From an optimization exercise on the open Yosys and OpenROAD flow, aimed at small area and a short achievable clock period; shortcuts taken in it are not production practice.
Only simulation tests tie the RTL to the original design; equivalence was not proved.

== v24 ==
==> flow/design.v (excerpt) <==
module servo_top #(
	parameter int ADC_W     = servo_pkg::ADC_W,
	parameter int SIGNAL_W  = servo_pkg::SIGNAL_W,
	parameter int COEF_W    = servo_pkg::COEF_W,
	parameter int COEF_FRAC = servo_pkg::COEF_FRAC,
	parameter int DAC_W     = servo_pkg::DAC_W
) (
	input  logic                          clk1,
	input  logic                          i_rst_n,
	input  logic                          i_wb_cyc,
	input  logic                          i_wb_stb,
	input  logic                          i_wb_we,
	input  logic [servo_pkg::WB_AW-1:0]   i_wb_adr,
	input  logic [servo_pkg::WB_DW-1:0]   i_wb_dat,
	output logic [servo_pkg::WB_DW-1:0]   o_wb_dat,
	output logic                          o_wb_ack,
	input  logic signed [ADC_W-1:0]       i_adc0,
	input  logic signed [ADC_W-1:0]       i_adc1,
	input  logic                          i_sample_valid,
	output logic signed [DAC_W-1:0]       o_dac_word,
	output logic                          o_dac_valid,
	output logic signed [SIGNAL_W-1:0]    o_error,
	output logic [1:0]                    o_afe_gain0,
	output logic [1:0]                    o_afe_gain1
);
For scale: ~3100 cells after synthesis, about 150 I/O pins.
export LEC_CHECK = 0
export CAP_MARGIN = 20
export CORE_MARGIN = 2
export CORE_UTILIZATION = 40
export SLEW_MARGIN = 20
create_clock -name core_clock -period 16.0 [get_ports {clk1}]
standard.sh (not shown) runs the stock make flow with config.mk's settings and CLKGATE_MAP_FILE= SYNTH_SCRIPT=/design/flow/synth_recipe.tcl, a recipe that flattens the netlist after the stock synthesis.
==> flow/flow/run.sh <==
#!/bin/bash
# The standard layout, with port buffers that are plain buffers and timing
# repair that aims for more setup slack than the clock needs. Make's output
# goes to make.log; ORFS keeps each tool's log under orfs/logs.
set -uo pipefail
cd "$(dirname "$0")/.."
bash standard.sh \
  "BUFFER_PORTS_ARGS=-buffer_cell sky130_fd_sc_hd__buf_2" \
  SETUP_SLACK_MARGIN=11.62 CTS_CLUSTER_SIZE=20 CTS_CLUSTER_DIAMETER=150 \
  finish > make.log 2>&1
status=$?
cp -r orfs/logs logs_orfs 2>/dev/null
exit $status
Here is what was changed in the inputs of v5 compared with v24.
diff --git a/flow/flow/run.sh b/flow/flow/run.sh
--- a/flow/flow/run.sh
+++ b/flow/flow/run.sh
@@ -9 +9 @@
-  SETUP_SLACK_MARGIN=11.62 CTS_CLUSTER_SIZE=20 CTS_CLUSTER_DIAMETER=150 \
+  SETUP_SLACK_MARGIN=11.62 CTS_CLUSTER_SIZE=20 CTS_CLUSTER_DIAMETER=150 GPL_TIMING_DRIVEN=0 \
Results
- v5 finished all stages; the layout is clean.
- HPWL reported at the end of detailed placement (v5 over v24): increase, 11000 um
- Compared with v24, v5 shows a routed length on met1 that is about 10% higher.
- v5 has cell area after layout above what v24 had.
- For v24, the critical path startpoint was regs_i.gain_q[1]$_DFFE_PN0P_, unlike v5, where it was regs_i.rd_hi_q$_DFF_P_.
- Non-clock buffer count in v5 is 86% higher than in v24
- Compared with v24, the detailed router inserted more vias in v5.
- Diff v24 -> v5: via count normalized by instance count has increased; maximum number of pins on one net before global-route repair moved down.
- v5 against v24: sequential portion of the cell area decreased 1.1 points, global-route wire length before repair increased 12000 um.

Setup of v36:
servo_top, a different RTL version from the one above (not shown whole).
For scale: about 3100 cells after synthesis, about 30000 um2 of cells after synthesis.
Design servo_top, start of the top module:
module servo_top #(
	parameter int ADC_W     = servo_pkg::ADC_W,
	parameter int SIGNAL_W  = servo_pkg::SIGNAL_W,
	parameter int COEF_W    = servo_pkg::COEF_W,
	parameter int COEF_FRAC = servo_pkg::COEF_FRAC,
	parameter int DAC_W     = servo_pkg::DAC_W
) (
	input  logic                          clk1,
	input  logic                          i_rst_n,
	input  logic                          i_wb_cyc,
	input  logic                          i_wb_stb,
	input  logic                          i_wb_we,
	input  logic [servo_pkg::WB_AW-1:0]   i_wb_adr,
	input  logic [servo_pkg::WB_DW-1:0]   i_wb_dat,
	output logic [servo_pkg::WB_DW-1:0]   o_wb_dat,
	output logic                          o_wb_ack,
	input  logic signed [ADC_W-1:0]       i_adc0,
	input  logic signed [ADC_W-1:0]       i_adc1,
	input  logic                          i_sample_valid,
	output logic signed [DAC_W-1:0]       o_dac_word,
	output logic                          o_dac_valid,
	output logic signed [SIGNAL_W-1:0]    o_error,
	output logic [1:0]                    o_afe_gain0,
	output logic [1:0]                    o_afe_gain1
);
Settings: LEC_CHECK=0, CAP_MARGIN=20, CORE_MARGIN=2, CORE_UTILIZATION=40, SLEW_MARGIN=20; clock period 16.0 ns.
==> flow/flow/run.sh <==
#!/bin/bash
# The standard layout, with port buffers that are plain buffers and timing
# repair that aims for more setup slack than the clock needs. Make's output
# goes to make.log; ORFS keeps each tool's log under orfs/logs.
set -uo pipefail
cd "$(dirname "$0")/.."
bash standard.sh \
  "BUFFER_PORTS_ARGS=-buffer_cell sky130_fd_sc_hd__buf_2" \
  SETUP_SLACK_MARGIN=11.62 CTS_CLUSTER_SIZE=20 CTS_CLUSTER_DIAMETER=150 PLACE_DENSITY=0.9 \
  finish > make.log 2>&1
status=$?
cp -r orfs/logs logs_orfs 2>/dev/null
exit $status
What v50 does differently from v36 at the input level:
--- a/flow/flow/run.sh
+++ b/flow/flow/run.sh
@@ -7,5 +7,5 @@
 bash standard.sh \
   "BUFFER_PORTS_ARGS=-buffer_cell sky130_fd_sc_hd__buf_2" \
-  SETUP_SLACK_MARGIN=11.62 CTS_CLUSTER_SIZE=20 CTS_CLUSTER_DIAMETER=150 PLACE_DENSITY=0.9 \
+  SETUP_SLACK_MARGIN=11.62 CTS_CLUSTER_SIZE=24 CTS_CLUSTER_DIAMETER=150 PLACE_DENSITY=0.8 REMOVE_ABC_BUFFERS=1 \
   finish > make.log 2>&1
 status=$?
--- outcome ---
Between v50 and v36, detailed-route wire length per cell is higher for v36, v50 comes in under that.
The part of the cycle the worst path needs of v36 and that of v50 are within noise of each other.
Shortest period the worst path allows on v50 is ahead of v36.
Half-perimeter wire length of the detailed placement result, v50 and v36: larger value in v36
--- input diff v50..v57 ---
--- a/flow/flow/run.sh
+++ b/flow/flow/run.sh
@@ -7,5 +7,5 @@
 bash standard.sh \
   "BUFFER_PORTS_ARGS=-buffer_cell sky130_fd_sc_hd__buf_2" \
-  SETUP_SLACK_MARGIN=11.62 CTS_CLUSTER_SIZE=24 CTS_CLUSTER_DIAMETER=150 PLACE_DENSITY=0.8 REMOVE_ABC_BUFFERS=1 \
+  SETUP_SLACK_MARGIN=11.8 CTS_CLUSTER_SIZE=20 CTS_CLUSTER_DIAMETER=150 \
   finish > make.log 2>&1
 status=$?
[summary]
v57: flow completed, timing, DRC and antenna clean
Compared with v50, v57 shows number of inserted filler cells in the final layout that has gone up by a few percent.
Number of clock-tree buffers in the layout (v57 vs. v50) increases by a little under 10%
Non-clock buffer count on v57 is up relative to v50.
Post-CTS setup-driven buffer insertion count (lower): v50
## Diff of input files: v53 against v57
--- a/flow/flow/run.sh
+++ b/flow/flow/run.sh
@@ -7,5 +7,5 @@
 bash standard.sh \
   "BUFFER_PORTS_ARGS=-buffer_cell sky130_fd_sc_hd__buf_2" \
-  SETUP_SLACK_MARGIN=11.8 CTS_CLUSTER_SIZE=20 CTS_CLUSTER_DIAMETER=150 \
+  SETUP_SLACK_MARGIN=11.62 CTS_CLUSTER_SIZE=20 CTS_CLUSTER_DIAMETER=150 \
   finish > make.log 2>&1
 status=$?
### Flow results
- v53 closes out successfully: all stages finished, all timing, DRC and antenna checks passed.
- The flow did not stop early for v57: all stages ran, and the layout cleared the timing, design-rule and antenna checks.
- Going from v57 to v53, critical path depth higher; global-route met3 utilization lost 0.28 points; setup-violating endpoint count in the final report comparable.
- Summary — final period demand of the worst path, v53 relative to v57: lower, by 0.0089 ns.
- Min wire length across v57 and v53: v53
- Final worst setup slack: v53 higher than v57
- Looking at v57 and v53, the clock insertion delay at the later pin of the skew report is a wash.

servo_top, a different RTL version from the one above (not shown whole).
Size: ~470 flip-flops, roughly 150 I/O pins, roughly 30000 µm² of cells after synthesis.
## servo_top
module servo_top #(
	parameter int ADC_W     = servo_pkg::ADC_W,
	parameter int SIGNAL_W  = servo_pkg::SIGNAL_W,
	parameter int COEF_W    = servo_pkg::COEF_W,
	parameter int COEF_FRAC = servo_pkg::COEF_FRAC,
	parameter int DAC_W     = servo_pkg::DAC_W
) (
	input  logic                          clk1,
	input  logic                          i_rst_n,
	input  logic                          i_wb_cyc,
	input  logic                          i_wb_stb,
	input  logic                          i_wb_we,
	input  logic [servo_pkg::WB_AW-1:0]   i_wb_adr,
	input  logic [servo_pkg::WB_DW-1:0]   i_wb_dat,
	output logic [servo_pkg::WB_DW-1:0]   o_wb_dat,
	output logic                          o_wb_ack,
	input  logic signed [ADC_W-1:0]       i_adc0,
	input  logic signed [ADC_W-1:0]       i_adc1,
	input  logic                          i_sample_valid,
	output logic signed [DAC_W-1:0]       o_dac_word,
	output logic                          o_dac_valid,
	output logic signed [SIGNAL_W-1:0]    o_error,
	output logic [1:0]                    o_afe_gain0,
	output logic [1:0]                    o_afe_gain1
);
clock: 16.0 ns
lec_check: 0
cap_margin: 20
core_margin: 2
core_utilization: 40
slew_margin: 20
==> flow/flow/run.sh <==
#!/bin/bash
# The standard layout, with port buffers that are plain buffers and timing
# repair that aims for more setup slack than the clock needs. Make's output
# goes to make.log; ORFS keeps each tool's log under orfs/logs.
set -uo pipefail
cd "$(dirname "$0")/.."
bash standard.sh \
  "BUFFER_PORTS_ARGS=-buffer_cell sky130_fd_sc_hd__buf_2" \
  SETUP_SLACK_MARGIN=11.5 CTS_CLUSTER_SIZE=24 CTS_CLUSTER_DIAMETER=150 PLACE_DENSITY=0.8 REMOVE_ABC_BUFFERS=1 \
  finish > make.log 2>&1
status=$?
cp -r orfs/logs logs_orfs 2>/dev/null
exit $status
The first run completed without violations.
Next try:
--- a/flow/flow/run.sh
+++ b/flow/flow/run.sh
@@ -7,5 +7,5 @@
 bash standard.sh \
   "BUFFER_PORTS_ARGS=-buffer_cell sky130_fd_sc_hd__buf_2" \
-  SETUP_SLACK_MARGIN=11.5 CTS_CLUSTER_SIZE=24 CTS_CLUSTER_DIAMETER=150 PLACE_DENSITY=0.8 REMOVE_ABC_BUFFERS=1 \
+  SETUP_SLACK_MARGIN=11.62 CTS_CLUSTER_SIZE=20 CTS_CLUSTER_DIAMETER=150 PLACE_DENSITY=0.8 \
   finish > make.log 2>&1
 status=$?
The new run ran to the end with no violations.
Flip-flop and latch count is unchanged.
Cell count grows by 0.43%.
Clock-buffer cell count grows by 3.
Fmax grows by 2.2%.
Next try:
--- a/flow/flow/run.sh
+++ b/flow/flow/run.sh
@@ -7,5 +7,5 @@
 bash standard.sh \
   "BUFFER_PORTS_ARGS=-buffer_cell sky130_fd_sc_hd__buf_2" \
-  SETUP_SLACK_MARGIN=11.62 CTS_CLUSTER_SIZE=20 CTS_CLUSTER_DIAMETER=150 PLACE_DENSITY=0.8 \
+  SETUP_SLACK_MARGIN=11.62 CTS_CLUSTER_SIZE=24 CTS_CLUSTER_DIAMETER=150 PLACE_DENSITY=0.8 REMOVE_ABC_BUFFERS=1 \
   finish > make.log 2>&1
 status=$?
After rerunning:
- global-route usage falls by 0.15 points
- wire length went down by 2.1%
- clock-buffer cell count went down by 3
- critical path depth came out lower by 1
- register-to-register slack stays flat

-- re-timing with driven ports --
The results above use ideal ports. As a check the final layouts listed here were re-extracted and re-timed, cells and wires unchanged. Step 1 sets driving cells, clkbuf_16 on the clock port and buf_2 on the other inputs (assumed; they add their load-dependent delay and slew). Step 2, shift: input delay + t, output delay - t, t = (earliest + latest rising clock arrival at the registers) / 2. This alone moves slack from input paths to output paths. Three values: no drivers, after step 1, after step 2; two values: the first two.
run	t (ns)	slack for setup (ns)	worst setup path after step 2	worst register clock-pin slew, ns
v24	0.676	11.554 / 11.490 / 10.993	input to register	0.10 / 0.10
v5	0.689	11.480 / 11.415 / 10.950	input to register	0.10 / 0.10
v36	0.677	11.524 / 11.464 / 10.934	input to register	0.10 / 0.10
v50	0.661	11.538 / 11.476 / 10.937	input to register	0.10 / 0.10
v57	0.681	11.507 / 11.443 / 11.087	input to register	0.10 / 0.10
v53	0.676	11.516 / 11.473 / 10.810	input to register	0.10 / 0.10
the first run of note 3	0.628	11.523 / 11.464 / 10.941	input to register	0.11 / 0.11
the second run of note 3	0.647	11.618 / 11.557 / 11.085	input to register	0.10 / 0.10
the third run of note 3	0.625	11.637 / 11.579 / 11.084	input to register	0.11 / 0.11
After both steps setup and hold are still met in every run listed. For v53, which loses most, drivers alone change the setup slack by -0.043 ns; drivers and shift together by -0.706 ns.
